Context: an optimization exercise on an open-source flow, tuned for small area and a short achievable clock period. The choices shown serve that exercise and are no tape-out recipe. At most, simulation tests tie the RTL to the original design; equivalence was not proved. No functional check of the RTL was part of run 4. Power figures rest on the tool's default switching activity, not on a simulated workload.

==> flow/design.v <==
package spi_mem_pkg;
    typedef enum logic [2:0] {
        ADDR,
        CMD,
        WRITE,
        READ,
        DONE
    } state_t;
    localparam logic [7:0] CMD_READ = 8'h00;
    localparam logic [7:0] IDLE_TX  = 8'h00;
endpackage
module spi_bit_engine #(
    parameter int unsigned CPOL      = 0,
    parameter int unsigned CPHA      = 0,
    parameter int unsigned MSB_FIRST = 0
) (
    input  logic       clk,
    input  logic       rst_n,
    input  logic       cs_n,
    input  logic       sck,
    input  logic       mosi,
    input  logic       tx_load,
    input  logic [7:0] tx_byte,
    output logic       miso,
    output logic       active,
    output logic       byte_done,
    output logic       frame_end,
    output logic       frame_err,
    output logic [7:0] rx_byte,
    output logic [7:0] rx_data,
    output logic       last_bit,
    output logic       rx_next_zero
);
    localparam bit POL = (CPOL != 0);
    localparam bit PHA = (CPHA != 0);
    localparam bit MSB = (MSB_FIRST != 0);
    logic [1:0] cs_s, sck_s, mosi_s;
    logic       sck_d;
    logic [7:0] rx_sr, tx_reg, rx_next;
    logic [2:0] bitcnt;
    logic       sck_rise, sck_fall, lead, trail;
    logic       sample_ev, shift_ev, cs_fall, cs_rise, tx_bit;
    logic       cs_d;
    assign rx_data = rx_sr;
    always_comb begin
        sck_rise  = sck_s[1] & ~sck_d;
        sck_fall  = ~sck_s[1] & sck_d;
        lead      = POL ? sck_fall : sck_rise;
        trail     = POL ? sck_rise : sck_fall;
        sample_ev = ~cs_d & (PHA ? trail : lead);
        shift_ev  = ~cs_d & (PHA ? lead : trail);
        cs_fall   = cs_d & ~cs_s[1];
        cs_rise   = ~cs_d & cs_s[1];
        rx_next   = MSB ? {rx_sr[6:0], mosi_s[1]} : {mosi_s[1], rx_sr[7:1]};
        last_bit  = sample_ev && (bitcnt == 3'd7);
        rx_next_zero = (rx_next == 8'd0);
        tx_bit    = MSB ? tx_reg[3'd7 - bitcnt] : tx_reg[bitcnt];
    end
    always_ff @(posedge clk) begin
        mosi_s  <= {mosi_s[0], mosi};
        rx_byte <= rx_next;
        if (sample_ev)
            rx_sr <= rx_next;
    end
    always_ff @(posedge clk or negedge rst_n) begin
        if (!rst_n) begin
            cs_s      <= '1;
            sck_s     <= {2{POL}};
            sck_d     <= POL;
            active    <= 1'b0;
            cs_d      <= 1'b1;
            bitcnt    <= '0;
            tx_reg    <= '0;
            miso      <= 1'b0;
            byte_done <= 1'b0;
            frame_end <= 1'b0;
            frame_err <= 1'b0;
        end else begin
            cs_s      <= {cs_s[0], cs_n};
            sck_s     <= {sck_s[0], sck};
            sck_d     <= sck_s[1];
            active    <= ~cs_s[1];
            cs_d      <= cs_s[1];
            byte_done <= last_bit;
            frame_end <= cs_rise;
            frame_err <= cs_rise && (bitcnt != 3'd0) && !last_bit;
            if (sample_ev)
                bitcnt <= bitcnt + 3'd1;
            if (cs_rise)
                bitcnt <= '0;
            if (tx_load)
                tx_reg <= tx_byte;
            if (shift_ev || (cs_fall && !PHA))
                miso <= tx_bit;
        end
    end
endmodule
module spi_mem_slave #(
    parameter int unsigned CPOL       = 0,
    parameter int unsigned CPHA       = 0,
    parameter int unsigned MSB_FIRST  = 0,
    parameter int unsigned ADDR_BYTES = 2,
    parameter int unsigned MEM_AW     = 8
) (
    input  logic       CLK,
    input  logic       nRESET,
    input  logic       nCS,
    input  logic       SCK,
    input  logic       MOSI,
    output logic       MISO,
    output logic       MISO_OE,
    output logic       busy,
    output logic       rx_valid,
    output logic [7:0] rx_byte,
    output logic       frame_err
);
    logic       s_addr, s_cmd, s_wr, s_rd, a2;
    logic       e_addr, e_cmd, e_dat, e_inc;
    logic [7:0] tgt, tgt_n;     
    logic       byte_done, frame_end, active, tx_load, last_bit, rx_next_zero, rx_zero;
    logic [7:0] tx_byte, rx_data;
    spi_bit_engine #(
        .CPOL      (CPOL),
        .CPHA      (CPHA),
        .MSB_FIRST (MSB_FIRST)
    ) u_engine (
        .clk          (CLK),
        .rst_n        (nRESET),
        .cs_n         (nCS),
        .sck          (SCK),
        .mosi         (MOSI),
        .tx_load      (tx_load),
        .tx_byte      (tx_byte),
        .miso         (MISO),
        .active       (active),
        .byte_done    (byte_done),
        .frame_end    (frame_end),
        .frame_err    (frame_err),
        .rx_byte      (rx_byte),
        .rx_data      (rx_data),
        .last_bit     (last_bit),
        .rx_next_zero (rx_next_zero)
    );
    assign busy     = active;
    assign MISO_OE  = active;
    assign rx_valid = byte_done;
    always_ff @(posedge CLK or negedge nRESET) begin
        if (!nRESET) begin
            e_addr <= 1'b0;
            e_cmd  <= 1'b0;
            e_dat  <= 1'b0;
            e_inc  <= 1'b0;
        end else begin
            e_addr <= last_bit && (frame_end || s_addr);
            e_cmd  <= last_bit && !frame_end && s_cmd;
            e_dat  <= last_bit && !frame_end && (s_rd || s_wr);
            e_inc  <= last_bit && !frame_end && ((s_cmd && rx_next_zero) || s_rd || s_wr);
        end
    end
    always_ff @(posedge CLK)
        rx_zero <= rx_next_zero;
    logic sel_ld;
    assign sel_ld = e_addr && !a2;
    always_comb begin
        tgt_n = tgt;
        if (sel_ld)
            tgt_n = rx_data;
        if (e_inc)
            tgt_n = tgt + 8'd1;
    end
    always_ff @(posedge CLK or negedge nRESET) begin
        if (!nRESET) begin
            s_addr  <= 1'b1;
            s_cmd   <= 1'b0;
            s_wr    <= 1'b0;
            s_rd    <= 1'b0;
            a2      <= 1'b0;
            tx_load <= 1'b0;
        end else begin
            tx_load <= byte_done | frame_end;
            if (e_addr) begin
                a2 <= !a2;
                if (a2) begin
                    s_addr <= 1'b0;
                    s_cmd  <= 1'b1;
                end
            end
            if (e_cmd) begin
                s_cmd <= 1'b0;
                s_rd  <= rx_zero;
                s_wr  <= !rx_zero;
            end
            if (frame_end) begin
                s_addr <= 1'b1;
                s_cmd  <= 1'b0;
                s_wr   <= 1'b0;
                s_rd   <= 1'b0;
                a2     <= 1'b0;
            end
        end
    end
    logic [3:0]   hp;           
    logic         wv;           
    logic [7:0]   wd;
    logic [3:0]   wrow;         
    logic [3:0]   wlo;          
    logic         wissue;
    logic         wfire;        
    logic [15:0]  wsel;         
    logic         fire_new, fire_old, wfire_n;
    logic         rm;           
    logic [7:0]   pf;
    logic [127:0] heads;
    assign wissue   = e_dat && s_wr;
    assign fire_new = (tgt[3:0] + 4'd2) == hp;
    assign fire_old = wv && !wfire && ((wlo + 4'd2) == hp);
    assign wfire_n  = wissue ? fire_new : fire_old;
    always_ff @(posedge CLK) begin
        hp    <= hp - 4'd1;
        wfire <= wfire_n;
        for (int r = 0; r < 16; r++)
            wsel[r] <= wissue ? (fire_new && tgt[7:4] == 4'(r)) : (fire_old && wrow == 4'(r));
        if (wissue) begin
            wv   <= 1'b1;
            wd   <= rx_data;
            wrow <= tgt[7:4];
            wlo  <= tgt[3:0];
        end else if (wfire) begin
            wv   <= 1'b0;
        end
        tgt  <= tgt_n;
        rm   <= sel_ld ? ((rx_data[3:0] + 4'd1) == hp)
              : e_inc  ? ((tgt[3:0] + 4'd2) == hp)
              :          ((tgt[3:0] + 4'd1) == hp);
        if (rm)
            pf <= heads[{tgt[7:4], 3'd0} +: 8];
    end
    for (genvar r = 0; r < 16; r++) begin : g_row
        logic [127:0] q;        
        always_ff @(posedge CLK)
            q <= {q[119:0], wsel[r] ? wd : q[127:120]};
        assign heads[8*r +: 8] = q[7:0];
    end
    always_comb begin
        tx_byte = spi_mem_pkg::IDLE_TX;
        if (s_rd)
            tx_byte = pf;
    end
endmodule
==> flow/run.sh <==
#!/bin/bash
# synth_recipe.tcl (not shown) runs the flow's synth.tcl, then flattens the netlist and writes it again
# the make line also repeats each setting of config.mk as NAME=value (left out here)
make -C /OpenROAD-flow-scripts/flow DESIGN_CONFIG=/design/flow/config.mk WORK_HOME=/design/flow/orfs CLKGATE_MAP_FILE= SYNTH_SCRIPT=/design/flow/synth_recipe.tcl finish
==> flow/config.mk <==
export PLATFORM = sky130hd
export DESIGN_NAME = spi_mem_slave
export DESIGN_NICKNAME = spi_mem_slave
export VERILOG_FILES = /design/flow/design.v
export SDC_FILE = /design/flow/constraint.sdc
export NUM_CORES = 4
export LEC_CHECK = 0
export ABC_CLOCK_PERIOD_IN_PS = 1500
export CAP_MARGIN = 20
export CORE_MARGIN = 2
export CORE_UTILIZATION = 60
export CTS_BUF_LIST = sky130_fd_sc_hd__clkbuf_16
export CTS_CLUSTER_DIAMETER = 100
export CTS_CLUSTER_SIZE = 30
export PLACE_DENSITY = 0.75
export SETUP_SLACK_MARGIN = 2.1
export SLEW_MARGIN = 20
==> flow/constraint.sdc <==
create_clock -name core_clock -period 4.0 [get_ports {CLK}]
set_input_delay 0.8000 -clock core_clock [delete_from_list [all_inputs] [get_ports {CLK}]]
set_output_delay 0.8000 -clock core_clock [all_outputs]
set_load 0.01 [all_outputs]
==> results of run 1 <==
power by group:
part / leakage, nW / switching [mW] / internal, mW / total (mW)
registers: 17.6 / 0.0138 / 21.5 / 21.5
logic: 1.64 / 0.0204 / 0.0154 / 0.0358
clock network: 1.12 / 5.82 / 3.80 / 9.63
metrics by stage:
step / area, um^2 / power (mW) / setup slack [ns] / hold slack (ns)
after CTS: 51070 / 31.42 / 1.915 / 0.3074
final: 51490 / 31.18 / 1.956 / 0.3112
after global placement: 48750 / 22.05 / 1.794 / 0.3097
after floorplan: 47450 / 22.02 / 2.155 / 0.3096
after detailed placement: 48750 / 22.05 / 1.747 / 0.3121
after global routing: 51480 / 32.15 / 1.909 / 0.3181
layout make-up:
cell class	count	area, um^2
multi-input combinational	350	3794
clock buffer	83	2077
sequential	2154	43690
timing repair buffer	41	414.1
inverter	17	63.81
fill	5076	27130
clock inverter	18	126.4
antenna	3	7.507
tap	1050	1314
layer usage:
metal,vias up,global-route usage (%),wire length [um]
met5,-,0,13
met4,2,5.615,1789
met3,116,2.816,2710
met2,262,25.61,30030
met1,8271,24.29,32890
li1,8309,-,-
path summary, 6_finish.rpt:
check                                                      end  slack (ns)  cells after the start
worst max-delay path                                  rx_valid        1.96                      1
worst min-delay path                    g_row[2].q[68]$_DFF_P_        0.31                      0
worst max register to register                 wsel[4]$_DFF_P_        2.11                      6
worst min register to register          g_row[2].q[68]$_DFF_P_        0.31                      0
max in group asynchronous           u_engine.cs_s[0]$_DFF_PN1_        3.11                      2
min in group asynchronous       u_engine.bitcnt[2]$_DFFE_PN0P_        0.55                      2
logic make-up (layout without fill, tap and decap cells):
logic type	Yosys count	after routing	share of synthesized area, %
mux	167	167	4.760
flops	2154	2154	92.07
compound gates	56	56	0.8069
other cells	0	3	0
buf+inv	63	159	0.5853
fa+ha+maj	8	8	0.2110
simple gates	91	91	1.020
xor+xnor	28	28	0.5485
timing repair:
item                       CTS  global route
setup buffers               11             5
gates resized for setup     64            43
pin swaps                    3            15
hold buffers                 0             0
gates cloned                 1             3
setup endpoints to repair   39            42
cell usage in the layout, fill, tap and decap left out, types with 7 or more instances in the layout:
cell type	count
sky130_fd_sc_hd__nand2_1	19
sky130_fd_sc_hd__o21ai_0	10
sky130_fd_sc_hd__ha_1	7
sky130_fd_sc_hd__xor2_1	12
sky130_fd_sc_hd__a21oi_1	9
sky130_fd_sc_hd__nand3_1	13
sky130_fd_sc_hd__inv_1	29
sky130_fd_sc_hd__o32ai_4	7
sky130_fd_sc_hd__edfxtp_1	40
sky130_fd_sc_hd__dfrtp_1	28
sky130_fd_sc_hd__xnor2_1	13
sky130_fd_sc_hd__buf_2	11
sky130_fd_sc_hd__dfxtp_1	2080
sky130_fd_sc_hd__buf_4	14
sky130_fd_sc_hd__a22oi_1	14
sky130_fd_sc_hd__mux4_2	34
sky130_fd_sc_hd__nand2b_1	10
sky130_fd_sc_hd__nor2_1	20
sky130_fd_sc_hd__mux2_2	129
sky130_fd_sc_hd__clkbuf_16	86
==> impl_table.tex, run 1 <==
\begin{tabular}{lr}
\hline
Metric & Value \\
\hline
\multicolumn{2}{l}{\textbf{Synthesis}} \\
\quad Dominant cell by count in the synthesized netlist & sky130\_fd\_sc\_hd\_\_dfxtp\_1 \\
\quad Synthesized net count & 2580 \\
\quad Leading post-synthesis cells by cell area & sky130\_fd\_sc\_hd\_\_dfxtp\_1 88\%, sky130\_fd\_sc\_hd\_\_mux2\_2 3.1\%, sky130\_fd\_sc\_hd\_\_edfxtp\_1 2.5\% \\
\quad Register bit count reported by yosys & 2154 \\
\quad Main synth FF type & sky130\_fd\_sc\_hd\_\_dfxtp\_1 \\
\quad Synthesized instance count & 2567 \\
\quad Post-synth EDFFs & 40 \\
\quad Post-Synthesis Cell Area & 0.04745 mm\^{}2 \\
\quad Post-synth top area share & 87.84\% \\
\quad Sequential share of the synthesized area & 92.07\% \\
\quad Number of different library cells in the post-synthesis netlist & 43 \\
\quad Most frequent cells after synthesis & 2082 x sky130\_fd\_sc\_hd\_\_dfxtp\_1, 129 x sky130\_fd\_sc\_hd\_\_mux2\_2, 40 x sky130\_fd\_sc\_hd\_\_edfxtp\_1 \\
\quad Asr flop ratio synth & 1.486\% \\
\quad Count of yosys warnings during synthesis & 2 \\
\quad Post-Syn Area per Cell & 18.48 um\^{}2 \\
\quad Cell accounting for the most synthesized area & sky130\_fd\_sc\_hd\_\_dfxtp\_1 \\
\multicolumn{2}{l}{\textbf{Run status}} \\
\quad Outcome & finished clean \\
\multicolumn{2}{l}{\textbf{Timing}} \\
\quad Final count of negative-setup-slack endpoints & 0 \\
\quad Worst-Margin Slew & 0.9515 ns \\
\quad Largest clock skew in the final design & 0.03397 ns \\
\quad Share of the cycle needed by the critical path after routing & 51.11\% \\
\quad Unrepaired setup endpoints after global routing & yes \\
\quad Final hold violation count & 0 \\
\quad Crit path time final & 2.044 ns \\
\quad Highest attainable clock frequency & 489.1 MHz \\
\quad Sum of negative setup slack & 0 ns \\
\quad Final Max Tran Viols & 0 \\
\quad Worst relative slew slack & 36.57\% \\
\multicolumn{2}{l}{\textbf{CTS}} \\
\quad Cell at the root of the clock tree & sky130\_fd\_sc\_hd\_\_clkbuf\_16 \\
\quad Cts bufs inserted & 81 \\
\quad Clk buf depth & 3 \\
\quad Clock edge transition at the registers on the reported setup and hold paths & 0.11 ns \\
\quad Clock Sinks & 2154 \\
\quad H-tree levels & 3 \\
\quad CTS tree & built \\
\quad Latest clock arrival within the worst-skew pair & 0.68 ns \\
\multicolumn{2}{l}{\textbf{Route}} \\
\quad Detailed Routing Iterations Pass 1 & 5 \\
\quad Final ANT Viol Nets & 0 \\
\quad Initial detailed-routing violation count & 861 \\
\quad Final routed DRC violation total & 0 \\
\quad Total number of vias & 16960 \\
\quad Via density per instance & 4.564 \\
\quad Wire length per cell after detailed routing & 18.15 um \\
\quad Total wire length after detailed routing & 67430 um \\
\multicolumn{2}{l}{\textbf{Cells and area}} \\
\quad Register with the most flip-flops & g\_row.q \\
\quad Largest registers ranked by flip-flop count & g\_row.q (2048), wsel (16) \\
\quad Post-Route Utilization & 65.49\% \\
\quad Fraction of final layout cells sized beyond drive strength 1 & 12.54\% \\
\quad Max FFs per register & 2048 \\
\quad Post-layout instance count excluding filler cells & 3716 \\
\quad Layout-stage area growth over the synthesis result & 8.504\% \\
\quad Nets@finish & 2658 \\
\multicolumn{2}{l}{\textbf{Worst setup path}} \\
\quad Class of the most critical setup path & reg2out \\
\quad Start point of the critical path & u\_engine.byte\_done\$\_DFF\_PN0\_ \\
\quad Critical path buffer and inverter count & 1 \\
\quad RR Startpoint & wlo[2]\$\_DFFE\_PP\_ \\
\quad Slowest stage cell, crit path & sky130\_fd\_sc\_hd\_\_dfrtp\_1 \\
\quad Crit Path Max Fanout & 2 \\
\quad Max incr delay on CP & 0.44 ns \\
\quad Worst setup EP type & output port \\
\quad WP data required & 3.20 ns \\
\quad Cell type group with the largest total delay on the critical path & flip-flops \\
\quad Critical Path, Cell by Cell & buf\_6 \\
\quad Endpoint arrival time on the critical path & 1.24 ns \\
\quad Critical path launch point type & flop \\
\multicolumn{2}{l}{\textbf{Placement}} \\
\quad Count of port buffers added during placement & 17 \\
\quad GP Congestion & 0.8127 \\
\quad Post-detail-place hpwl & 39430 um \\
\quad Placed cell count & 3592 \\
\multicolumn{2}{l}{\textbf{Floorplan}} \\
\quad Die Span Y & 285.2 um \\
\quad Die outline width & 285.2 um \\
\quad Number of placed I/O pins & 18 \\
\quad Area of the die & 0.08135 mm\^{}2 \\
\quad Site row count & 103 \\
\quad Core region area & 0.07861 mm\^{}2 \\
\quad Initial standard-cell utilization of the core & 60.36\% \\
\multicolumn{2}{l}{\textbf{Hold path}} \\
\quad Classification of the worst-slack hold path & reg2reg \\
\quad Worst hold start & g\_row[2].q[60]\$\_DFF\_P\_ \\
\multicolumn{2}{l}{\textbf{Power}} \\
\quad Static Leakage & 20.32 nW \\
\quad IR Drop Worst-Case VDD & 0.3437 mV \\
\quad Pwr dens & 605.6 mW/mm\^{}2 \\
\multicolumn{2}{l}{\textbf{Global routing}} \\
\quad Total global routing overflow & 0 \\
\quad Global-route usage over all layers & 16.67\% \\
\quad Wire length of the first global-routing pass & 102100 um \\
\quad Antenna violations before repair & 9 \\
\quad Maximum number of pins on one net before global-route repair & 33 \\
\quad Via count of the first global-routing pass & 17470 \\
\multicolumn{2}{l}{\textbf{Run}} \\
\quad Maximum Capacitance Violations & 0 \\
\hline
\end{tabular}
==> run 2, diff against run 1 <==
==> flow/config.mk (replaced) <==
export PLATFORM = sky130hd
export DESIGN_NAME = spi_mem_slave
export DESIGN_NICKNAME = spi_mem_slave
export VERILOG_FILES = /design/flow/design.v
export SDC_FILE = /design/flow/constraint.sdc
export NUM_CORES = 4
export LEC_CHECK = 0
export ABC_CLOCK_PERIOD_IN_PS = 1800
export CAP_MARGIN = 20
export CORE_MARGIN = 2
export CORE_UTILIZATION = 70
export CTS_BUF_LIST = sky130_fd_sc_hd__clkbuf_16
export CTS_CLUSTER_DIAMETER = 100
export CTS_CLUSTER_SIZE = 30
export PLACE_DENSITY = 0.8
export SETUP_SLACK_MARGIN = 2.1
export SLEW_MARGIN = 20
==> impl_table.tex, run 2 <==
\begin{tabular}{lr}
\hline
Metric & Value \\
\hline
\multicolumn{2}{l}{\textbf{Run status}} \\
\quad Outcome & finished clean \\
\multicolumn{2}{l}{\textbf{Synthesis}} \\
\quad Cell accounting for the most synthesized area & sky130\_fd\_sc\_hd\_\_dfxtp\_1 \\
\quad Register bit count reported by yosys & 2154 (unchanged) \\
\quad Count of yosys warnings during synthesis & 2 (unchanged) \\
\quad Synthesized net count & 2580 (unchanged) \\
\quad Leading post-synthesis cells by cell area & sky130\_fd\_sc\_hd\_\_dfxtp\_1 88\%, sky130\_fd\_sc\_hd\_\_mux2\_2 3.1\%, sky130\_fd\_sc\_hd\_\_edfxtp\_1 2.5\% \\
\quad Main synth FF type & sky130\_fd\_sc\_hd\_\_dfxtp\_1 \\
\quad Post-Synthesis Cell Area & 0.04745 mm\^{}2 (unchanged) \\
\quad Synthesized instance count & 2567 (unchanged) \\
\quad Dominant cell by count in the synthesized netlist & sky130\_fd\_sc\_hd\_\_dfxtp\_1 \\
\quad Most frequent cells after synthesis & 2082 x sky130\_fd\_sc\_hd\_\_dfxtp\_1, 129 x sky130\_fd\_sc\_hd\_\_mux2\_2, 40 x sky130\_fd\_sc\_hd\_\_edfxtp\_1 \\
\quad Sequential share of the synthesized area & 92.07\% (unchanged) \\
\quad Number of different library cells in the post-synthesis netlist & 43 (unchanged) \\
\quad Post-synth EDFFs & 40 (unchanged) \\
\quad Asr flop ratio synth & 1.486\% (unchanged) \\
\quad Post-Syn Area per Cell & 18.48 um\^{}2 (unchanged) \\
\quad Post-synth top area share & 87.84\% (unchanged) \\
\multicolumn{2}{l}{\textbf{Timing}} \\
\quad Final Max Tran Viols & 0 (unchanged) \\
\quad Crit path time final & 2.082 ns (+0.03719 ns) \\
\quad Share of the cycle needed by the critical path after routing & 52.04\% (+0.93 points) \\
\quad Final hold violation count & 0 (unchanged) \\
\quad Worst-Margin Slew & 0.9359 ns (-0.01557 ns) \\
\quad Highest attainable clock frequency & 480.4 MHz (-1.8\%) \\
\quad Worst relative slew slack & 37.61\% (+1.0 points) \\
\quad Sum of negative setup slack & 0 ns (unchanged) \\
\quad Unrepaired setup endpoints after global routing & yes \\
\quad Slack of the critical path & 1.918 ns (-0.03719 ns) \\
\quad Final count of negative-setup-slack endpoints & 0 (unchanged) \\
\quad Largest clock skew in the final design & 0.02794 ns (-0.006028 ns) \\
\multicolumn{2}{l}{\textbf{Cells and area}} \\
\quad Most common cell after layout, fill and taps aside & sky130\_fd\_sc\_hd\_\_dfxtp\_1 \\
\quad Commonest non-fill, non-tap cells in the layout & 2079 x sky130\_fd\_sc\_hd\_\_dfxtp\_1, 129 x sky130\_fd\_sc\_hd\_\_mux2\_2, 83 x sky130\_fd\_sc\_hd\_\_clkbuf\_16 \\
\quad Fraction of final layout cells sized beyond drive strength 1 & 12.29\% (-0.25 points) \\
\quad Register with the most flip-flops & g\_row.q \\
\quad Layout-stage area growth over the synthesis result & 7.692\% \\
\quad Fill cell total of the finished layout & 3302 (-35\%) \\
\quad Largest registers ranked by flip-flop count & g\_row.q (2048), wsel (16) \\
\quad Max FFs per register & 2048 (unchanged) \\
\quad Nets@finish & 2654 (-0.15\%) \\
\multicolumn{2}{l}{\textbf{Global routing}} \\
\quad Maximum number of pins on one net before global-route repair & 32 (-3.0\%) \\
\quad Wire length of the first global-routing pass & 110600 um (+8.3\%) \\
\quad Antenna violations before repair & 11 (+2) \\
\quad Via count of the first global-routing pass & 18300 (+4.7\%) \\
\quad Global-route usage over all layers & 21.37\% (+4.7 points) \\
\quad Total global routing overflow & 0 (unchanged) \\
\multicolumn{2}{l}{\textbf{Power}} \\
\quad Proportion of power drawn by the clock network & 31.2\% (+0.3 points) \\
\quad Power share of the sequential group & 68.7\% (-0.3 points) \\
\quad NetSw & 6.029 mW (+2.9\%) \\
\quad Internal power component & 25.30 mW (-0.11\%) \\
\quad Static Leakage & 20.28 nW (-0.21\%) \\
\quad Sw Ratio & 19.25\% (+0.46 points) \\
\quad Combinational group share of total power & 0.1\% (about the same) \\
\quad Pwr dens & 613.0 mW/mm\^{}2 (+1.2\%) \\
\quad IR Drop Worst-Case VDD & 0.5676 mV (+65\%) \\
\multicolumn{2}{l}{\textbf{Route}} \\
\quad Total wire length after detailed routing & 75900 um (+13\%) \\
\quad Wire length per cell after detailed routing & 21.48 um (+18\%) \\
\quad Final ANT Viol Nets & 0 (unchanged) \\
\quad Detailed Routing Iterations Pass 1 & 5 (unchanged) \\
\quad Final routed DRC violation total & 0 (unchanged) \\
\quad Total number of vias & 17430 (+2.8\%) \\
\quad Initial detailed-routing violation count & 1140 (+32\%) \\
\quad Via density per instance & 4.932 (+8.1\%) \\
\multicolumn{2}{l}{\textbf{Worst setup path}} \\
\quad Critical Path, Cell by Cell & ha\_1, xor2\_1, nor4\_2, nand3\_2, clkbuf\_16, o32ai\_2 \\
\quad Worst setup EP type & flop \\
\quad Cell type group with the largest total delay on the critical path & simple AND/OR/NAND/NOR gates \\
\quad Critical path launch point type & flop \\
\quad Endpoint arrival time on the critical path & 2.66 ns (+1.42 ns) \\
\quad Crit Path Max Fanout & 7 (+5) \\
\quad RR Endpoint & wsel[11]\$\_DFF\_P\_ \\
\quad RR Startpoint & wlo[1]\$\_DFFE\_PP\_ \\
\quad Max incr delay on CP & 0.44 ns (about the same) \\
\quad Setup slack of the most critical reg-to-reg path & 1.92 ns (-0.19 ns) \\
\quad Critical path buffer and inverter count & 1 (unchanged) \\
\quad Reg2reg path depth & 6 (unchanged) \\
\quad Slowest stage cell, crit path & sky130\_fd\_sc\_hd\_\_edfxtp\_1 \\
\quad Class of the most critical setup path & reg2reg \\
\quad WP data required & 4.58 ns (+1.38 ns) \\
\multicolumn{2}{l}{\textbf{Floorplan}} \\
\quad Core region area & 0.06716 mm\^{}2 (-15\%) \\
\quad Initial standard-cell utilization of the core & 70.65\% (+10 points) \\
\quad Die Span Y & 264.4 um (-7.3\%) \\
\quad Site row count & 95 (-7.8\%) \\
\quad Number of placed I/O pins & 18 (unchanged) \\
\quad Area of the die & 0.06989 mm\^{}2 (-14\%) \\
\quad Die outline width & 264.4 um (-7.3\%) \\
\multicolumn{2}{l}{\textbf{CTS}} \\
\quad Clock Sinks & 2154 (unchanged) \\
\quad Cts bufs inserted & 81 (unchanged) \\
\quad Clock edge transition at the registers on the reported setup and hold paths & 0.11 ns (about the same) \\
\quad Cell at the root of the clock tree & sky130\_fd\_sc\_hd\_\_clkbuf\_16 \\
\quad Clk buf depth & 3 (unchanged) \\
\quad CTS tree & built \\
\quad Latest clock arrival within the worst-skew pair & 0.67 ns (about the same) \\
\quad H-tree levels & 3 (unchanged) \\
\multicolumn{2}{l}{\textbf{Hold path}} \\
\quad Classification of the worst-slack hold path & in2async \\
\multicolumn{2}{l}{\textbf{Run}} \\
\quad Maximum Capacitance Violations & 0 (unchanged) \\
\multicolumn{2}{l}{\textbf{Placement}} \\
\quad Post-placement setup slack & 1.759 ns (+0.01235 ns) \\
\quad GP Congestion & 0.8514 (+4.8\%) \\
\quad Count of port buffers added during placement & 17 (unchanged) \\
\quad Post-detail-place hpwl & 42600 um (+8.0\%) \\
\hline
\end{tabular}
run 2: cell counts after synthesis:
Identical to the previous run, type by type.
run 2: how the worst max path moves through the flow:
stage / startpoint / to / cells after the start
final: wlo[1]$_DFFE_PP_ / wsel[11]$_DFF_P_ / 6
after global routing: wlo[1]$_DFFE_PP_ / wsel[11]$_DFF_P_ / 6
after CTS: u_engine.active$_DFF_PN0_ / busy / 1
after detailed placement: nRESET / u_engine.tx_reg[5]$_DFFE_PN0P_ / 1
after global placement: tgt[5]$_DFFE_PP_ / pf[2]$_DFFE_PP_ / 4
after floorplan: tgt[4]$_DFFE_PP_ / pf[1]$_DFFE_PP_ / 5
run 2: layout make-up:
| type | count | area (um^2) | area share (%) |
|---|---|---|---|
| Clock buffer | 82 | 2052 | 4.016 |
| Multi-Input combinational cell | 350 | 3737 | 7.314 |
| Tap cell | 873 | 1092 | 2.138 |
| Antenna cell | 1 | 2.502 | 0.004897 |
| Sequential cell | 2154 | 43690 | 85.50 |
| Clock inverter | 20 | 128.9 | 0.2522 |
| Timing Repair Buffer | 37 | 332.8 | 0.6513 |
| Inverter | 17 | 63.81 | 0.1249 |
run 2: per-stage QoR:
| step | util [%] | hold slack [ns] | total power [mW] | cells | cell area, um^2 |
|---|---|---|---|---|---|
| 2_1_floorplan | - | 0.3096 | 22.02 | 2567 | 47450 |
| 3_3_place_gp | 72.27 | 0.3095 | 22.04 | 3416 | 48540 |
| 3_5_place_dp | 72.31 | 0.3121 | 22.05 | 3417 | 48560 |
| 4_1_cts | 75.65 | 0.3175 | 31.44 | 3528 | 50810 |
| 5_1_grt | 76.09 | 0.1598 | 32.15 | 3533 | 51100 |
| 6_report | 76.09 | 0.1358 | 31.32 | 3534 | 51100 |
run 2: power groups by stage:
stage                     logic, mW  registers [mW]  clock network, mW
after floorplan              0.0165            22.0                  0
final                        0.0359            21.5               9.77
after detailed placement     0.0366            22.0                  0
after global routing         0.0400            21.5               10.6
after global placement       0.0341            22.0                  0
after CTS                    0.0366            21.5               9.88
run 2: what timing repair did:
action                     CTS  global route
gates cloned                 0             1
pin swaps                    3            15
setup endpoints to repair   41            38
hold buffers                 0             0
resized for setup           62            36
buffers inserted             9             4
run 2: cell families (layout without fill, tap and decap cells):
| kind of cell | after synthesis | after routing | synth area share [%] |
|---|---|---|---|
| AND/OR/NAND/NOR | 91 | 91 | 1.020 |
| XOR/XNOR | 28 | 28 | 0.5485 |
| AO/OA/AOI/OAI | 56 | 56 | 0.8069 |
| other | 0 | 1 | 0 |
| buffers and inverters | 63 | 156 | 0.5853 |
| flip-flops | 2154 | 2154 | 92.07 |
| multiplexers | 167 | 167 | 4.760 |
| adder cells (fa/ha/maj) | 8 | 8 | 0.2110 |
run 2: metal layers:
layer,wire length [um],track usage (%)
met1,33760,28.81
met5,0,0
met4,2679,7.939
met3,2833,3.363
met2,36630,35.50
==> run 3, diff against run 2 <==
--- a/flow/config.mk
+++ b/flow/config.mk
@@ -8,10 +8,10 @@
 export ABC_CLOCK_PERIOD_IN_PS = 1800
 export CAP_MARGIN = 20
 export CORE_MARGIN = 2
-export CORE_UTILIZATION = 70
+export CORE_UTILIZATION = 55
 export CTS_BUF_LIST = sky130_fd_sc_hd__clkbuf_16
-export CTS_CLUSTER_DIAMETER = 100
-export CTS_CLUSTER_SIZE = 30
-export PLACE_DENSITY = 0.8
+export CTS_CLUSTER_DIAMETER = 60
+export CTS_CLUSTER_SIZE = 24
+export PLACE_DENSITY = 0.7
 export SETUP_SLACK_MARGIN = 2.1
 export SLEW_MARGIN = 20
==> impl_table.tex, run 3 <==
\begin{tabular}{lr}
\hline
Metric & Value \\
\hline
\multicolumn{2}{l}{\textbf{Global routing}} \\
\quad Via count of the first global-routing pass & 17320 (-5.3\%) \\
\quad Global-route usage over all layers & 15.20\% (-6.2 points) \\
\quad Maximum number of pins on one net before global-route repair & 33 (+3.1\%) \\
\quad Wire length of the first global-routing pass & 102200 um (-7.6\%) \\
\quad Total global routing overflow & 0 (unchanged) \\
\quad Antenna violations before repair & 7 (-4) \\
\multicolumn{2}{l}{\textbf{CTS}} \\
\quad Total of hold buffers inserted after clock tree synthesis & 0 (unchanged) \\
\quad Cts bufs inserted & 104 (+28\%) \\
\quad Latest clock arrival within the worst-skew pair & 0.70 ns (+0.03 ns) \\
\quad Clk buf depth & 3 (unchanged) \\
\quad CTS tree & built \\
\quad Clock edge transition at the registers on the reported setup and hold paths & 0.09 ns (-0.02 ns) \\
\quad H-tree levels & 3 (unchanged) \\
\quad Clock Sinks & 2154 (unchanged) \\
\quad Cell at the root of the clock tree & sky130\_fd\_sc\_hd\_\_clkbuf\_16 \\
\multicolumn{2}{l}{\textbf{Timing}} \\
\quad Final hold violation count & 0 (unchanged) \\
\quad Final Max Tran Viols & 0 (unchanged) \\
\quad Worst hold margin & 0.3009 ns (+0.1652 ns) \\
\quad Final count of negative-setup-slack endpoints & 0 (unchanged) \\
\quad Sum of negative setup slack & 0 ns (unchanged) \\
\quad Unrepaired setup endpoints after global routing & yes \\
\quad Crit path time final & 2.035 ns (-0.04683 ns) \\
\quad Share of the cycle needed by the critical path after routing & 50.87\% (-1.2 points) \\
\quad Worst-Margin Slew & 0.9164 ns (-0.01955 ns) \\
\quad Highest attainable clock frequency & 491.5 MHz (+2.3\%) \\
\quad Largest clock skew in the final design & 0.04196 ns (+0.01402 ns) \\
\quad Worst relative slew slack & 38.91\% (+1.3 points) \\
\multicolumn{2}{l}{\textbf{Cells and area}} \\
\quad Fill cell total of the finished layout & 5902 (+79\%) \\
\quad Fraction of final layout cells sized beyond drive strength 1 & 13.73\% (+1.4 points) \\
\quad Multi-input logic area & 0.003685 mm\^{}2 (-1.4\%) \\
\quad Largest registers ranked by flip-flop count & g\_row.q (2048), wsel (16) \\
\quad Reg area & 0.04369 mm\^{}2 (unchanged) \\
\quad Max FFs per register & 2048 (unchanged) \\
\quad Layout-stage area growth over the synthesis result & 10.41\% \\
\quad Commonest non-fill, non-tap cells in the layout & 2079 x sky130\_fd\_sc\_hd\_\_dfxtp\_1, 129 x sky130\_fd\_sc\_hd\_\_mux2\_2, 108 x sky130\_fd\_sc\_hd\_\_clkbuf\_16 \\
\quad Nets@finish & 2685 (+1.2\%) \\
\quad Register with the most flip-flops & g\_row.q \\
\quad Most common cell after layout, fill and taps aside & sky130\_fd\_sc\_hd\_\_dfxtp\_1 \\
\quad Post-layout instance count excluding filler cells & 3851 (+9.0\%) \\
\quad Post-layout instance area & 0.05239 mm\^{}2 (+2.5\%) \\
\multicolumn{2}{l}{\textbf{Worst setup path}} \\
\quad Crit Path Max Fanout & 2 (-5) \\
\quad Slowest stage cell, crit path & sky130\_fd\_sc\_hd\_\_dfrtp\_1 \\
\quad Critical path buffer and inverter count & 1 (unchanged) \\
\quad Endpoint arrival time on the critical path & 1.23 ns (-1.43 ns) \\
\quad WP data required & 3.20 ns (-1.38 ns) \\
\quad Critical path launch point type & flop \\
\quad Reg2reg path depth & 6 (unchanged) \\
\quad Max incr delay on CP & 0.41 ns (-0.03 ns) \\
\quad RR Endpoint & wsel[10]\$\_DFF\_P\_ \\
\quad Worst setup EP type & output port \\
\quad Cell type group with the largest total delay on the critical path & flip-flops \\
\quad Class of the most critical setup path & reg2out \\
\quad Critical Path, Cell by Cell & buf\_6 \\
\quad RR Startpoint & wlo[1]\$\_DFFE\_PP\_ \\
\quad Setup slack of the most critical reg-to-reg path & 1.98 ns (+0.06 ns) \\
\multicolumn{2}{l}{\textbf{Synthesis}} \\
\quad Post-Syn Area per Cell & 18.48 um\^{}2 (unchanged) \\
\quad Main synth FF type & sky130\_fd\_sc\_hd\_\_dfxtp\_1 \\
\quad Post-synth top area share & 87.84\% (unchanged) \\
\quad Count of yosys warnings during synthesis & 2 (unchanged) \\
\quad Dominant cell by count in the synthesized netlist & sky130\_fd\_sc\_hd\_\_dfxtp\_1 \\
\quad Number of different library cells in the post-synthesis netlist & 43 (unchanged) \\
\quad Register bit count reported by yosys & 2154 (unchanged) \\
\quad Sequential share of the synthesized area & 92.07\% (unchanged) \\
\quad Asr flop ratio synth & 1.486\% (unchanged) \\
\quad Synthesized net count & 2580 (unchanged) \\
\quad Synthesized instance count & 2567 (unchanged) \\
\quad Cell accounting for the most synthesized area & sky130\_fd\_sc\_hd\_\_dfxtp\_1 \\
\quad Post-Synthesis Cell Area & 0.04745 mm\^{}2 (unchanged) \\
\quad Post-synth EDFFs & 40 (unchanged) \\
\quad Most frequent cells after synthesis & 2082 x sky130\_fd\_sc\_hd\_\_dfxtp\_1, 129 x sky130\_fd\_sc\_hd\_\_mux2\_2, 40 x sky130\_fd\_sc\_hd\_\_edfxtp\_1 \\
\quad Leading post-synthesis cells by cell area & sky130\_fd\_sc\_hd\_\_dfxtp\_1 88\%, sky130\_fd\_sc\_hd\_\_mux2\_2 3.1\%, sky130\_fd\_sc\_hd\_\_edfxtp\_1 2.5\% \\
\multicolumn{2}{l}{\textbf{Floorplan}} \\
\quad Number of placed I/O pins & 18 (unchanged) \\
\quad Area of the die & 0.08864 mm\^{}2 (+27\%) \\
\quad Initial standard-cell utilization of the core & 55.64\% (-15 points) \\
\quad Site row count & 107 (+13\%) \\
\quad Core region area & 0.08528 mm\^{}2 (+27\%) \\
\quad Die outline width & 297.7 um (+13\%) \\
\quad Die Span Y & 297.7 um (+13\%) \\
\multicolumn{2}{l}{\textbf{Route}} \\
\quad Total wire length after detailed routing & 67340 um (-11\%) \\
\quad Wire length per cell after detailed routing & 17.49 um (-19\%) \\
\quad Final routed DRC violation total & 0 (unchanged) \\
\quad Detailed Routing Iterations Pass 1 & 5 (unchanged) \\
\quad Total number of vias & 17120 (-1.8\%) \\
\quad Initial detailed-routing violation count & 940 (-18\%) \\
\quad Final ANT Viol Nets & 0 (unchanged) \\
\quad Via density per instance & 4.445 (-9.9\%) \\
\multicolumn{2}{l}{\textbf{Placement}} \\
\quad GP Congestion & 0.8322 (-2.3\%) \\
\quad Post-detail-place hpwl & 40290 um (-5.4\%) \\
\quad Count of port buffers added during placement & 17 (unchanged) \\
\quad Placed cell area & 0.04891 mm\^{}2 (+0.71\%) \\
\quad Placed cell count & 3690 (+8.0\%) \\
\multicolumn{2}{l}{\textbf{Hold path}} \\
\quad Classification of the worst-slack hold path & reg2reg \\
\quad Hold path cells & 0 \\
\quad Worst hold start & g\_row[0].q[101]\$\_DFF\_P\_ \\
\quad Min-Delay Endpoint & g\_row[0].q[109]\$\_DFF\_P\_ \\
\multicolumn{2}{l}{\textbf{Run status}} \\
\quad Outcome & finished clean \\
\multicolumn{2}{l}{\textbf{Power}} \\
\quad IR Drop Worst-Case VDD & 0.4133 mV (-27\%) \\
\quad Static Leakage & 20.75 nW (+2.3\%) \\
\quad Total Power Consumption & 33.04 mW (+5.5\%) \\
\quad Pwr dens & 630.7 mW/mm\^{}2 (+2.9\%) \\
\multicolumn{2}{l}{\textbf{Run}} \\
\quad Maximum Capacitance Violations & 0 (unchanged) \\
\hline
\end{tabular}
[run 3: kinds of logic after synthesis]
family | Yosys count | share of synthesized area, %
flops | 2154 | 92.07
mux | 167 | 4.760
simple gates | 91 | 1.020
buf+inv | 63 | 0.5853
compound gates | 56 | 0.8069
xor+xnor | 28 | 0.5485
fa+ha+maj | 8 | 0.2110
[run 3: cell type report]
type	count	share of cell area (%)
well taps	1144	2.732
clock buffers	107	5.111
diodes	4	0.01911
flip-flops and latches	2154	83.40
inverters	17	0.1218
multi-input cells	350	7.033
clock inverters	30	0.8001
repair buffers	45	0.7857
[run 3: repair_timing]
item	in CTS	in global routing
pin swaps	3	9
setup buffers	14	5
endpoints found under the setup margin	41	32
resized for setup	65	25
gates cloned	0	1
[run 3: stage by stage]
stage / setup WS (ns) / util, %
after detailed placement: 1.637 / 57.35
after floorplan: 2.155 / -
after global placement: 1.650 / 57.35
after CTS: 1.920 / 61.14
after global routing: 1.905 / 61.42
final: 1.965 / 61.43
[run 3: how the worst max path moves through the flow]
stage                                      start         endpoint  slack [ns]  cells past startpoint
global placement                tgt[4]$_DFFE_PP_  pf[6]$_DFFE_PP_        1.65                      4
CTS                 u_engine.byte_done$_DFF_PN0_         rx_valid        1.92                      1
finish              u_engine.byte_done$_DFF_PN0_         rx_valid        1.97                      1
global route                    wlo[1]$_DFFE_PP_  wsel[3]$_DFF_P_        1.91                      6
detailed placement              tgt[4]$_DFFE_PP_  pf[6]$_DFFE_PP_        1.64                      4
floorplan                       tgt[4]$_DFFE_PP_  pf[1]$_DFFE_PP_        2.16                      5
[run 3: metal layers]
metal	routed length, um	track usage, %	part of all wire (%)	up-vias
met4	1738	4.473	2.6	0
met1	33480	22.33	50	8341
met2	29520	23.07	44	268
li1	-	-	-	8383
met3	2600	2.924	3.9	127
met5	0	0	0	-
[run 3: power by group]
| group | switching (mW) | total, mW | internal, mW |
|---|---|---|---|
| sequential | 0.0122 | 21.5 | 21.5 |
| clock | 6.27 | 11.5 | 5.23 |
| combinational | 0.0195 | 0.0342 | 0.0147 |
==> run 4, diff against run 3 <==
--- a/flow/design.v
+++ b/flow/design.v
@@ -177,7 +177,7 @@
             a2      <= 1'b0;
             tx_load <= 1'b0;
         end else begin
-            tx_load <= byte_done | frame_end;
+            tx_load <= e_addr | e_cmd | e_dat | frame_end;
             if (e_addr) begin
                 a2 <= !a2;
                 if (a2) begin
--- a/flow/config.mk
+++ b/flow/config.mk
@@ -10,8 +10,8 @@
 export CORE_MARGIN = 2
 export CORE_UTILIZATION = 55
 export CTS_BUF_LIST = sky130_fd_sc_hd__clkbuf_16
-export CTS_CLUSTER_DIAMETER = 60
-export CTS_CLUSTER_SIZE = 24
+export CTS_CLUSTER_DIAMETER = 100
+export CTS_CLUSTER_SIZE = 30
 export PLACE_DENSITY = 0.7
 export SETUP_SLACK_MARGIN = 2.1
 export SLEW_MARGIN = 20
==> impl_table.tex, run 4 <==
\begin{tabular}{lr}
\hline
Metric & Value \\
\hline
\multicolumn{2}{l}{\textbf{Run status}} \\
\quad Outcome & finished clean \\
\multicolumn{2}{l}{\textbf{Global routing}} \\
\quad Total global routing overflow & 0 (unchanged) \\
\quad Global-route usage over all layers & 14.42\% (-0.78 points) \\
\quad Via count of the first global-routing pass & 16910 (-2.4\%) \\
\quad Antenna violations before repair & 9 (+2) \\
\quad Maximum number of pins on one net before global-route repair & 41 (+24\%) \\
\quad Wire length of the first global-routing pass & 97380 um (-4.7\%) \\
\multicolumn{2}{l}{\textbf{Floorplan}} \\
\quad Die outline width & 297.7 um (about the same) \\
\quad Number of placed I/O pins & 18 (unchanged) \\
\quad Core region area & 0.08528 mm\^{}2 (unchanged) \\
\quad Initial standard-cell utilization of the core & 55.64\% (about the same) \\
\quad Die Span Y & 297.7 um (about the same) \\
\quad Area of the die & 0.08864 mm\^{}2 (about the same) \\
\quad Site row count & 107 (unchanged) \\
\multicolumn{2}{l}{\textbf{Placement}} \\
\quad Placed cell count & 3683 (-0.19\%) \\
\quad Post-detail-place hpwl & 39290 um (-2.5\%) \\
\quad Count of port buffers added during placement & 17 (unchanged) \\
\quad GP Congestion & 0.8153 (-2.0\%) \\
\quad Placed cell area & 0.04886 mm\^{}2 (-0.11\%) \\
\multicolumn{2}{l}{\textbf{Worst setup path}} \\
\quad Reg2reg path depth & 6 (unchanged) \\
\quad Class of the most critical setup path & reg2out \\
\quad Critical path launch point type & flop \\
\quad Critical path buffer and inverter count & 1 (unchanged) \\
\quad Crit Path Max Fanout & 1 (-1) \\
\quad Max incr delay on CP & 0.42 ns (about the same) \\
\quad WP data required & 3.20 ns (about the same) \\
\quad Total stage count of the critical path & 1 (unchanged) \\
\quad Cell type group with the largest total delay on the critical path & flip-flops \\
\quad Worst setup EP type & output port \\
\quad Slowest stage cell, crit path & sky130\_fd\_sc\_hd\_\_dfrtp\_1 \\
\quad Critical Path, Cell by Cell & buf\_2 \\
\quad Endpoint arrival time on the critical path & 1.24 ns (about the same) \\
\multicolumn{2}{l}{\textbf{Synthesis}} \\
\quad Asr flop ratio synth & 1.486\% (unchanged) \\
\quad Post-Syn Area per Cell & 18.49 um\^{}2 (about the same) \\
\quad Dominant cell by count in the synthesized netlist & sky130\_fd\_sc\_hd\_\_dfxtp\_1 \\
\quad Leading post-synthesis cells by cell area & sky130\_fd\_sc\_hd\_\_dfxtp\_1 88\%, sky130\_fd\_sc\_hd\_\_mux2\_2 3.1\%, sky130\_fd\_sc\_hd\_\_edfxtp\_1 2.5\% \\
\quad Most frequent cells after synthesis & 2082 x sky130\_fd\_sc\_hd\_\_dfxtp\_1, 129 x sky130\_fd\_sc\_hd\_\_mux2\_2, 40 x sky130\_fd\_sc\_hd\_\_edfxtp\_1 \\
\quad Number of different library cells in the post-synthesis netlist & 41 (-4.7\%) \\
\quad Count of yosys warnings during synthesis & 2 (unchanged) \\
\quad Post-synth top area share & 87.84\% (about the same) \\
\quad Register bit count reported by yosys & 2154 (unchanged) \\
\quad Cell accounting for the most synthesized area & sky130\_fd\_sc\_hd\_\_dfxtp\_1 \\
\quad Post-Synthesis Cell Area & 0.04745 mm\^{}2 (about the same) \\
\quad Sequential share of the synthesized area & 92.07\% (about the same) \\
\quad Post-synth EDFFs & 40 (unchanged) \\
\quad Synthesized instance count & 2566 (-0.039\%) \\
\quad Synthesized net count & 2579 (-0.039\%) \\
\quad Main synth FF type & sky130\_fd\_sc\_hd\_\_dfxtp\_1 \\
\multicolumn{2}{l}{\textbf{Cells and area}} \\
\quad Most common cell after layout, fill and taps aside & sky130\_fd\_sc\_hd\_\_dfxtp\_1 \\
\quad Max FFs per register & 2048 (unchanged) \\
\quad Fraction of final layout cells sized beyond drive strength 1 & 12.49\% (-1.2 points) \\
\quad Post-layout instance count excluding filler cells & 3804 (-1.2\%) \\
\quad Largest registers ranked by flip-flop count & g\_row.q (2048), wsel (16) \\
\quad Layout-stage area growth over the synthesis result & 8.425\% \\
\quad Register with the most flip-flops & g\_row.q \\
\quad Nets@finish & 2654 (-1.2\%) \\
\quad Commonest non-fill, non-tap cells in the layout & 2077 x sky130\_fd\_sc\_hd\_\_dfxtp\_1, 129 x sky130\_fd\_sc\_hd\_\_mux2\_2, 84 x sky130\_fd\_sc\_hd\_\_clkbuf\_16 \\
\quad Post-layout instance area & 0.05145 mm\^{}2 (-1.8\%) \\
\multicolumn{2}{l}{\textbf{CTS}} \\
\quad H-tree levels & 3 (unchanged) \\
\quad Total of hold buffers inserted after clock tree synthesis & 0 (unchanged) \\
\quad Clock Sinks & 2154 (unchanged) \\
\quad Cell at the root of the clock tree & sky130\_fd\_sc\_hd\_\_clkbuf\_16 \\
\quad Clk buf depth & 3 (unchanged) \\
\quad Clock edge transition at the registers on the reported setup and hold paths & 0.11 ns (+0.02 ns) \\
\quad Cts bufs inserted & 81 (-22\%) \\
\quad CTS tree & built \\
\quad Latest clock arrival within the worst-skew pair & 0.68 ns (-0.02 ns) \\
\multicolumn{2}{l}{\textbf{Hold path}} \\
\quad Hold path cells & 0 (unchanged) \\
\quad Classification of the worst-slack hold path & reg2reg \\
\multicolumn{2}{l}{\textbf{Timing}} \\
\quad Crit path time final & 2.040 ns (+0.005590 ns) \\
\quad Sum of negative setup slack & 0 ns (unchanged) \\
\quad Final Max Tran Viols & 0 (unchanged) \\
\quad Highest attainable clock frequency & 490.1 MHz (-0.27\%) \\
\quad Worst-Margin Slew & 0.9251 ns (+0.008707 ns) \\
\quad Unrepaired setup endpoints after global routing & yes \\
\quad Share of the cycle needed by the critical path after routing & 51.01\% (+0.14 points) \\
\quad Final hold violation count & 0 (unchanged) \\
\quad Worst relative slew slack & 38.33\% (-0.58 points) \\
\quad Final count of negative-setup-slack endpoints & 0 (unchanged) \\
\quad Largest clock skew in the final design & 0.02733 ns (-0.01463 ns) \\
\multicolumn{2}{l}{\textbf{Route}} \\
\quad Detailed Routing Iterations Pass 1 & 5 (unchanged) \\
\quad Total wire length after detailed routing & 64760 um (-3.8\%) \\
\quad Final routed DRC violation total & 0 (unchanged) \\
\quad Initial detailed-routing violation count & 1117 (+19\%) \\
\quad Wire length per cell after detailed routing & 17.02 um (-2.6\%) \\
\quad Final ANT Viol Nets & 0 (unchanged) \\
\quad Via density per instance & 4.441 (about the same) \\
\quad Total number of vias & 16890 (-1.3\%) \\
\multicolumn{2}{l}{\textbf{Run}} \\
\quad Maximum Capacitance Violations & 0 (unchanged) \\
\multicolumn{2}{l}{\textbf{Power}} \\
\quad Pwr dens & 605.2 mW/mm\^{}2 (-4.0\%) \\
\quad Static Leakage & 20.29 nW (-2.2\%) \\
\quad IR Drop Worst-Case VDD & 0.3965 mV (-4.1\%) \\
\hline
\end{tabular}
run 4: cell count changes after synthesis, sizes merged, moves of 2 or more:
cell,previous run,this run
o32ai,12,16
xnor2,14,12
xor2,13,15
o22ai,4,0
run 4: per-stage QoR:
step                      total power, mW  hold slack, ns  worst slack (ns)  util (%)
after floorplan                     22.02          0.3096             2.155         -
after CTS                           31.40          0.3211             1.895     60.04
after detailed placement            22.05          0.3121             1.628     57.29
after global placement              22.05          0.3095             1.808     57.29
after global routing                32.14          0.3276             1.916     60.32
final                               31.14          0.3209             1.960     60.33
run 4: cell type report:
| cell class | count | area, um^2 |
|---|---|---|
| well taps | 1144 | 1431 |
| repair buffers | 37 | 320.3 |
| clock inverters | 18 | 123.9 |
| multi-input cells | 350 | 3735 |
| clock buffers | 83 | 2077 |
| diodes | 1 | 2.502 |
| fillers | 5988 | 33830 |
| flip-flops and latches | 2154 | 43690 |
| inverters | 17 | 63.81 |
run 4: kinds of logic after synthesis:
kind of cell | synth area share (%)
DFF | 92.07
muxes | 4.760
and+or+nand+nor | 0.9941
buffers and inverters | 0.5880
AOI/OAI and AO/OA | 0.8280
xor gates and xnor gates | 0.5485
adders and majority gates | 0.2110
run 4: layer usage:
layer	wire (um)	share of wire [%]	track usage, %
met1	32600	50	21.36
met2	28160	43	21.63
met3	2539	3.9	2.698
met4	1464	2.3	4.485
met5	0	0	0
run 4: timing repair:
action | in CTS | in global routing
endpoints found under the setup margin | 43 | 36
pin swaps | 3 | 11
gates resized for setup | 76 | 28
buffers inserted | 8 | 7
gates cloned | 1 | 3
run 4: final timing paths:
check,startpoint,to,slack (ns)
setup / recovery,u_engine.byte_done$_DFF_PN0_,rx_valid,1.96
hold / removal,g_row[10].q[79]$_DFF_P_,g_row[10].q[87]$_DFF_P_,0.32
setup reg to reg,tgt[1]$_DFFE_PP_,wsel[8]$_DFF_P_,2.10
hold reg to reg,g_row[10].q[79]$_DFF_P_,g_row[10].q[87]$_DFF_P_,0.32
max in group asynchronous,nRESET,u_engine.cs_s[1]$_DFF_PN1_,3.12
min in group asynchronous,nRESET,u_engine.bitcnt[0]$_DFFE_PN0P_,0.54
run 4: power breakdown:
part	internal (mW)	leakage, nW	switching (mW)
Sequential	21.5	17.6	0.0127
Clock	3.80	1.12	5.78
Combinational	0.0144	1.61	0.0198
Total	25.3	20.3	5.82
==> run 5, diff against run 4 <==
--- a/flow/design.v
+++ b/flow/design.v
@@ -177,7 +177,7 @@
             a2      <= 1'b0;
             tx_load <= 1'b0;
         end else begin
-            tx_load <= e_addr | e_cmd | e_dat | frame_end;
+            tx_load <= byte_done | frame_end;
             if (e_addr) begin
                 a2 <= !a2;
                 if (a2) begin
--- a/flow/config.mk
+++ b/flow/config.mk
@@ -13,5 +13,5 @@
 export CTS_CLUSTER_DIAMETER = 100
 export CTS_CLUSTER_SIZE = 30
 export PLACE_DENSITY = 0.7
-export SETUP_SLACK_MARGIN = 2.1
+export SETUP_SLACK_MARGIN = 1.95
 export SLEW_MARGIN = 20
==> impl_table.tex, run 5 <==
\begin{tabular}{lr}
\hline
Metric & Value \\
\hline
\multicolumn{2}{l}{\textbf{Global routing}} \\
\quad Maximum number of pins on one net before global-route repair & 33 (-20\%) \\
\quad Antenna violations before repair & 9 (unchanged) \\
\quad Via count of the first global-routing pass & 16930 (+0.12\%) \\
\quad Total global routing overflow & 0 (unchanged) \\
\quad Global-route usage over all layers & 14.78\% (+0.36 points) \\
\quad Wire length of the first global-routing pass & 99550 um (+2.2\%) \\
\multicolumn{2}{l}{\textbf{Worst setup path}} \\
\quad Setup slack of the most critical reg-to-reg path & 1.86 ns (-0.24 ns) \\
\quad Reg2reg path depth & 3 (-3) \\
\quad Class of the most critical setup path & reg2reg \\
\quad Critical path launch point type & flop \\
\quad Worst setup EP type & flop \\
\quad Endpoint arrival time on the critical path & 2.71 ns (+1.47 ns) \\
\quad RR Endpoint & wsel[9]\$\_DFF\_P\_ \\
\quad WP data required & 4.58 ns (+1.38 ns) \\
\quad Crit Path Max Fanout & 9 (+8) \\
\quad RR Startpoint & tgt[6]\$\_DFFE\_PP\_ \\
\multicolumn{2}{l}{\textbf{Route}} \\
\quad Total wire length after detailed routing & 65180 um (+0.65\%) \\
\quad Via density per instance & 4.442 (about the same) \\
\quad Detailed Routing Iterations Pass 1 & 5 (unchanged) \\
\quad Final routed DRC violation total & 0 (unchanged) \\
\quad Total number of vias & 16910 (+0.077\%) \\
\quad Detailed route wirelength on metal3 & 2683 um (+5.7\%) \\
\quad Routed met1 length & 32990 um (+1.2\%) \\
\quad Final ANT Viol Nets & 0 (unchanged) \\
\quad Initial detailed-routing violation count & 1022 (-8.5\%) \\
\quad Routed met2 length & 27700 um (-1.7\%) \\
\quad Wire length per cell after detailed routing & 17.13 um (+0.59\%) \\
\quad Topmost layer with routed signal wires & met4 \\
\multicolumn{2}{l}{\textbf{Cells and area}} \\
\quad Nets@finish & 2656 (+0.075\%) \\
\quad Max FFs per register & 2048 (unchanged) \\
\quad Most common cell after layout, fill and taps aside & sky130\_fd\_sc\_hd\_\_dfxtp\_1 \\
\quad Post-layout instance area & 0.05116 mm\^{}2 (-0.56\%) \\
\quad Register with the most flip-flops & g\_row.q \\
\quad Commonest non-fill, non-tap cells in the layout & 2079 x sky130\_fd\_sc\_hd\_\_dfxtp\_1, 129 x sky130\_fd\_sc\_hd\_\_mux2\_2, 81 x sky130\_fd\_sc\_hd\_\_clkbuf\_16 \\
\quad Layout-stage area growth over the synthesis result & 7.810\% \\
\quad Fraction of final layout cells sized beyond drive strength 1 & 11.43\% (-1.1 points) \\
\quad Fill cell total of the finished layout & 6073 (+1.4\%) \\
\quad Largest registers ranked by flip-flop count & g\_row.q (2048), wsel (16) \\
\multicolumn{2}{l}{\textbf{Synthesis}} \\
\quad Main synth FF type & sky130\_fd\_sc\_hd\_\_dfxtp\_1 \\
\quad Post-Syn Area per Cell & 18.48 um\^{}2 (about the same) \\
\quad Synthesized instance count & 2567 (+0.039\%) \\
\quad Leading post-synthesis cells by cell area & sky130\_fd\_sc\_hd\_\_dfxtp\_1 88\%, sky130\_fd\_sc\_hd\_\_mux2\_2 3.1\%, sky130\_fd\_sc\_hd\_\_edfxtp\_1 2.5\% \\
\quad Post-Synthesis Cell Area & 0.04745 mm\^{}2 (about the same) \\
\quad Post-synth EDFFs & 40 (unchanged) \\
\quad Count of yosys warnings during synthesis & 2 (unchanged) \\
\quad Register bit count reported by yosys & 2154 (unchanged) \\
\quad Cell accounting for the most synthesized area & sky130\_fd\_sc\_hd\_\_dfxtp\_1 \\
\quad Number of different library cells in the post-synthesis netlist & 43 (+4.9\%) \\
\quad Dominant cell by count in the synthesized netlist & sky130\_fd\_sc\_hd\_\_dfxtp\_1 \\
\quad Sequential share of the synthesized area & 92.07\% (about the same) \\
\quad Synthesized net count & 2580 (+0.039\%) \\
\quad Asr flop ratio synth & 1.486\% (unchanged) \\
\quad Most frequent cells after synthesis & 2082 x sky130\_fd\_sc\_hd\_\_dfxtp\_1, 129 x sky130\_fd\_sc\_hd\_\_mux2\_2, 40 x sky130\_fd\_sc\_hd\_\_edfxtp\_1 \\
\quad Post-synth top area share & 87.84\% (about the same) \\
\multicolumn{2}{l}{\textbf{CTS}} \\
\quad Cts bufs inserted & 81 (unchanged) \\
\quad Total of hold buffers inserted after clock tree synthesis & 0 (unchanged) \\
\quad H-tree levels & 3 (unchanged) \\
\quad Clock edge transition at the registers on the reported setup and hold paths & 0.11 ns (about the same) \\
\quad Cell at the root of the clock tree & sky130\_fd\_sc\_hd\_\_clkbuf\_16 \\
\quad Clock Sinks & 2154 (unchanged) \\
\quad Clk buf depth & 3 (unchanged) \\
\quad CTS tree & built \\
\quad Latest clock arrival within the worst-skew pair & 0.67 ns (about the same) \\
\multicolumn{2}{l}{\textbf{Floorplan}} \\
\quad Initial standard-cell utilization of the core & 55.64\% (about the same) \\
\quad Area of the die & 0.08864 mm\^{}2 (about the same) \\
\quad Die outline width & 297.7 um (about the same) \\
\quad Number of placed I/O pins & 18 (unchanged) \\
\quad Core region area & 0.08528 mm\^{}2 (unchanged) \\
\quad Die Span Y & 297.7 um (about the same) \\
\quad Site row count & 107 (unchanged) \\
\multicolumn{2}{l}{\textbf{Timing}} \\
\quad Worst-Margin Slew & 1.064 ns (+0.1386 ns) \\
\quad Final count of negative-setup-slack endpoints & 0 (unchanged) \\
\quad Worst relative slew slack & 28.94\% (-9.4 points) \\
\quad Share of the cycle needed by the critical path after routing & 53.46\% (+2.5 points) \\
\quad Unrepaired setup endpoints after global routing & yes \\
\quad Sum of negative setup slack & 0 ns (unchanged) \\
\quad Largest clock skew in the final design & 0.02875 ns (+0.001424 ns) \\
\quad Crit path time final & 2.138 ns (+0.09810 ns) \\
\quad Final Max Tran Viols & 0 (unchanged) \\
\quad Final hold violation count & 0 (unchanged) \\
\quad Worst hold margin & 0.3137 ns (-0.007161 ns) \\
\quad Highest attainable clock frequency & 467.6 MHz (-4.6\%) \\
\multicolumn{2}{l}{\textbf{Power}} \\
\quad IR Drop Worst-Case VDD & 0.4606 mV (+16\%) \\
\quad Total Power Consumption & 31.01 mW (-0.42\%) \\
\quad NetSw & 5.781 mW (-0.60\%) \\
\quad Pwr dens & 606.1 mW/mm\^{}2 (+0.15\%) \\
\quad Static Leakage & 20.23 nW (-0.28\%) \\
\quad Power share of the sequential group & 69.4\% (+0.3 points) \\
\quad Proportion of power drawn by the clock network & 30.5\% (-0.3 points) \\
\quad Combinational group share of total power & 0.1\% (about the same) \\
\quad Sw Ratio & 18.64\% (-0.034 points) \\
\quad Internal power component & 25.23 mW (-0.38\%) \\
\multicolumn{2}{l}{\textbf{Placement}} \\
\quad Count of port buffers added during placement & 17 (unchanged) \\
\quad GP Congestion & 0.8322 (+2.1\%) \\
\quad Placed cell area & 0.04891 mm\^{}2 (+0.11\%) \\
\quad Post-detail-place hpwl & 40290 um (+2.5\%) \\
\multicolumn{2}{l}{\textbf{Hold path}} \\
\quad Classification of the worst-slack hold path & reg2reg \\
\quad Worst hold start & g\_row[3].q[76]\$\_DFF\_P\_ \\
\quad Hold path cells & 0 (unchanged) \\
\quad Min-Delay Endpoint & g\_row[3].q[84]\$\_DFF\_P\_ \\
\multicolumn{2}{l}{\textbf{Run}} \\
\quad Maximum Capacitance Violations & 0 (unchanged) \\
\multicolumn{2}{l}{\textbf{Run status}} \\
\quad Outcome & finished clean \\
\hline
\end{tabular}
-- run 5: changes by cell type in the layout (fill, tap and decap cells not counted), moves of 4 or more --
| cell | delta |
|---|---|
| sky130_fd_sc_hd__o32ai_1 | +7 |
| sky130_fd_sc_hd__o32ai_2 | -11 |
| sky130_fd_sc_hd__nand3_4 | -4 |
| sky130_fd_sc_hd__buf_12 | +4 |
| sky130_fd_sc_hd__xnor2_1 | +4 |
| sky130_fd_sc_hd__o22ai_1 | +4 |
| sky130_fd_sc_hd__buf_6 | -5 |
| sky130_fd_sc_hd__nand3_1 | +4 |
| sky130_fd_sc_hd__clkbuf_2 | +4 |
-- run 5: per-layer routing --
| metal | vias to the layer above | track usage, % |
|---|---|---|
| met5 | - | 0 |
| met4 | 0 | 4.329 |
| met3 | 118 | 2.815 |
| met2 | 240 | 22.06 |
| met1 | 8253 | 22.08 |
| li1 | 8296 | - |
-- run 5: layout make-up --
cell class / instances / area [um^2] / share of cell area (%)
timing repair buffer: 39 / 326.6 / 0.6384
inverter: 17 / 63.81 / 0.1247
multi-input combinational: 350 / 3517 / 6.875
sequential: 2154 / 43690 / 85.41
clock inverter: 18 / 92.59 / 0.1810
clock buffer: 81 / 2027 / 3.962
tap: 1144 / 1431 / 2.798
antenna: 3 / 7.507 / 0.01467
-- run 5: critical path: stages, from the launching register on --
cell	delay [ns]
sky130_fd_sc_hd__edfxtp_1	0.49
sky130_fd_sc_hd__nor2b_1	0.86
sky130_fd_sc_hd__nand3_1	0.41
sky130_fd_sc_hd__o22ai_1	0.29
-- run 5: how the worst max path moves through the flow --
| stage | cells after the start | to | start |
|---|---|---|---|
| finish | 3 | wsel[9]$_DFF_P_ | tgt[6]$_DFFE_PP_ |
| global placement | 4 | pf[6]$_DFFE_PP_ | tgt[4]$_DFFE_PP_ |
| floorplan | 5 | pf[1]$_DFFE_PP_ | tgt[4]$_DFFE_PP_ |
| CTS | 1 | rx_valid | u_engine.byte_done$_DFF_PN0_ |
| global route | 5 | wsel[9]$_DFF_P_ | tgt[1]$_DFFE_PP_ |
| detailed placement | 4 | pf[6]$_DFFE_PP_ | tgt[4]$_DFFE_PP_ |
-- run 5: kinds of logic (layout without fill, tap and decap cells) --
logic type | Yosys count | count (layout) | synth area share [%]
flops | 2154 | 2154 | 92.07
mux | 167 | 167 | 4.760
other cells | 0 | 3 | 0
fa+ha+maj | 8 | 8 | 0.2110
compound gates | 56 | 56 | 0.8069
simple gates | 91 | 91 | 1.020
buf+inv | 63 | 155 | 0.5853
xor+xnor | 28 | 28 | 0.5485
-- run 5: timing repair --
action | 4_1_cts | 5_1_grt
gates cloned | 0 | 0
endpoints found under the hold margin | 0 | 0
endpoints found under the setup margin | 24 | 24
pin swaps | 1 | 2
gates resized for setup | 45 | 12
setup buffers | 10 | 4
-- run 5: power groups by stage --
stage | clock network, mW | logic [mW] | registers, mW
finish | 9.46 | 0.0343 | 21.5
floorplan | 0 | 0.0165 | 22.0
global placement | 0 | 0.0362 | 22.0
CTS | 9.72 | 0.0353 | 21.5
global route | 10.5 | 0.0382 | 21.5
detailed placement | 0 | 0.0375 | 22.0
-- run 5: per-stage QoR --
step | setup slack [ns] | cells | util (%)
final | 1.862 | 3806 | 59.99
after floorplan | 2.155 | 2567 | -
after global placement | 1.650 | 3690 | 57.35
after global routing | 1.859 | 3803 | 59.98
after detailed placement | 1.637 | 3690 | 57.35
after CTS | 1.944 | 3799 | 59.94

[static timing again, ports no longer ideal]
The flow's constraints put no driver on any port. The routed layouts listed below were extracted and timed again, unchanged, in two steps.
Step 1 assumes that a clkbuf_16 drives the clock port and a buf_2 every other input.
Step 2, shift: input delay + t, output delay - t, t = (earliest + latest rising clock arrival at the registers) / 2. This alone moves slack from input paths to output paths.
a / b / c = no drivers / after step 1 / after step 2; a / b = the first two.
run	t, ns	setup WS [ns]	latest minus earliest clock arrival (ns)	worst register clock-pin slew, ns
run 1	0.722	1.956 / 1.893 / 2.107	0.040 / 0.041	0.12 / 0.12
run 2	0.718	1.918 / 1.915 / 1.918	0.032 / 0.033	0.12 / 0.12
run 3	0.737	1.965 / 1.906 / 1.978	0.052 / 0.052	0.10 / 0.10
run 4	0.734	1.960 / 1.894 / 2.100	0.036 / 0.036	0.12 / 0.12
run 5	0.715	1.862 / 1.862 / 1.862	0.036 / 0.036	0.11 / 0.11
After both steps setup and hold are still met in every run listed.
